This is an optimization exercise on Yosys and OpenROAD, whose aim is small area, a short achievable clock period and few clock cycles, not a production implementation. At most, simulation tests tie the RTL to the original design; equivalence was not proved. Power and IR drop assume default switching activity.

Setup of JK:
// multicycle_datapath
module multicycle_datapath #(
    parameter int              XLEN     = 32,
    parameter int              NREG     = 32,
    parameter logic [XLEN-1:0] RESET_PC = '0
) (
    input  logic            clk,
    input  logic            reset,
    output logic            mem_req,
    output logic            mem_we,
    output logic [XLEN-1:0] mem_addr,
    output logic [XLEN-1:0] mem_wdata,
    input  logic            mem_ready,
    input  logic [XLEN-1:0] mem_rdata,
    output logic [XLEN-1:0] pc_out,
    output logic            retire,
    output logic            halted,
    output logic            illegal
);
Size: roughly 5,200 cells after synthesis, ~65,000 sq um of cells after synthesis.
export LEC_CHECK = 0
export CAP_MARGIN = 20
export CORE_MARGIN = 2
export CORE_UTILIZATION = 35
export CTS_CLUSTER_DIAMETER = 60
export CTS_CLUSTER_SIZE = 25
export PLACE_DENSITY = 0.45
export SETUP_SLACK_MARGIN = 5
export SLEW_MARGIN = 20
export TNS_END_PERCENT = 5
create_clock -name core_clock -period 8.0 [get_ports {clk}]
run.sh (not shown) runs the stock make flow with config.mk's settings and CLKGATE_MAP_FILE= SYNTH_SCRIPT=/design/flow/synth_recipe.tcl, a recipe that flattens the netlist after the stock synthesis.
Input changes introduced in MS (baseline for comparison: JK):
-- flow/design.v --
<<< JK, line 106
    logic            rpend_q;                 
    logic [XLEN-1:1] pc_f_q;                  
    logic [15:0]     bht_q;                   
    logic            d_valid_q, d_pred_q;
    logic [31:0]     d_ir_q;
    logic [3:0]      d_s1h_q, d_s2h_q;        
    logic [7:0]      d_s1l_q, d_s2l_q;        
    logic            e_valid_q;
    logic [XLEN-1:1] e_pc_q;                  
>>> MS, line 106
    logic            rpend_q;                 
    logic [XLEN-1:1] pc_f_q;                  
    logic            d_valid_q, d_pred_q;
    logic [31:0]     d_ir_q;
    logic            e_valid_q;
    logic [XLEN-1:1] e_pc_q;                  
<<< JK, line 178
    assign pc_f4    = pc_f_q + 1'b1 + 1'b1;
    assign w      = mem_rdata[31:0];
    assign w_take = w[6:0] == OP_BRANCH && w[14:12] == F3_BEQ &&
                    (w[31] || w[19:15] == w[24:20] || bht_q[pc_f_q[5:2]]);
    prefix_add #(.W(12)) u_wlo (
        .a  (pc_f_q[12:1]),
>>> MS, line 175
    assign pc_f4    = pc_f_q + 1'b1 + 1'b1;
    assign w      = mem_rdata[31:0];
    assign w_take = w[6:0] == OP_BRANCH && w[14:12] == F3_BEQ && (w[31] || w[19:15] == w[24:20]);
    prefix_add #(.W(12)) u_wlo (
        .a  (pc_f_q[12:1]),
<<< JK, line 217
        rf_b = '0;
        for (int i = 1; i < NREG; i++) begin
            rf_a = rf_a | ({XLEN{d_s1h_q[i/8] && d_s1l_q[i%8]}} & regs_q[i]);
            rf_b = rf_b | ({XLEN{d_s2h_q[i/8] && d_s2l_q[i%8]}} & regs_q[i]);
        end
    end
>>> MS, line 213
        rf_b = '0;
        for (int i = 1; i < NREG; i++) begin
            rf_a = rf_a | ({XLEN{d_rs1 == i[4:0]}} & regs_q[i]);
            rf_b = rf_b | ({XLEN{d_rs2 == i[4:0]}} & regs_q[i]);
        end
    end
<<< JK, line 238
            rpend_q   <= 1'b0;
            pc_f_q    <= RESET_PC[XLEN-1:1];
            bht_q     <= '0;
            e_pc_q    <= RESET_PC[XLEN-1:1];
            d_valid_q <= 1'b0;
>>> MS, line 234
            rpend_q   <= 1'b0;
            pc_f_q    <= RESET_PC[XLEN-1:1];
            e_pc_q    <= RESET_PC[XLEN-1:1];
            d_valid_q <= 1'b0;
<<< JK, line 263
            else if (e_takes_d)        e_valid_q <= d_valid_q;
            if (e_done)                e_pc_q    <= e_npc;
            if (e_done && e_br_q)      bht_q[e_pc_q[5:2]] <= e_eq;
            m_valid_q <= m_valid_n;
            w_we_q    <= e_done && e_wb_q;
>>> MS, line 258
            else if (e_takes_d)        e_valid_q <= d_valid_q;
            if (e_done)                e_pc_q    <= e_npc;
            m_valid_q <= m_valid_n;
            w_we_q    <= e_done && e_wb_q;
<<< JK, line 279
        if (d_load) begin
            d_ir_q   <= w;
            for (int j = 0; j < 4; j++) begin
                d_s1h_q[j] <= w[19:18] == j[1:0];
                d_s2h_q[j] <= w[24:23] == j[1:0];
            end
            for (int j = 0; j < 8; j++) begin
                d_s1l_q[j] <= w[17:15] == j[2:0];
                d_s2l_q[j] <= w[22:20] == j[2:0];
            end
            d_pred_q <= w_pred;
        end
>>> MS, line 273
        if (d_load) begin
            d_ir_q   <= w;
            d_pred_q <= w_pred;
        end
Looking only at maximum resistive drop on vdd, and setting everything else aside, the lower value of MS and JK goes to MS.
MS closes out successfully: all stages finished, all timing, DRC and antenna checks passed.
Compared MS vs JK, and smallest setup slack after layout is up in MS.
Compare MS and JK | portion of the layout cell area used by clock cells higher: JK
For the overall routing resource usage, MS came in 2.4 points higher than JK did.
Compared to JK, MS has proportion of power drawn by combinational gates 5.2 points lower.
Testbench counts of MS, summed over its fixed seeds: cycles 45,162.
The RTL of JK was laid out without a check of its function.

==> afterwards: timing with drivers on the ports <==
The results above use ideal ports. As a check the final layouts listed here were re-extracted and re-timed, cells and wires unchanged.
Step 1 sets driving cells, clkbuf_16 on the clock port and buf_2 on the other inputs (assumed; they add their load-dependent delay and slew).
Step 2 moves the port delays by t, midway between the first and last clock arrival at a register: inputs arrive t later, outputs are due t later. That takes back most of the time a late clock gives input paths.
Slacks: ideal / step 1 / step 2; pairs: ideal / step 1.
run | t (ns) | slack for setup (ns) | worst setup path after step 2 | worst slew at a driven data input, ns | pins driven straight from the clock port
JK | 0.883 | 3.944 / 3.944 / 3.286 | input to register | 0.13 | 1
MS | 0.873 | 4.149 / 4.149 / 3.579 | input to register | 0.17 | 1
After both steps every run listed still meets setup and hold. For JK, which loses most, drivers alone change the setup slack by 0.000 ns; drivers and shift together by -0.658 ns.
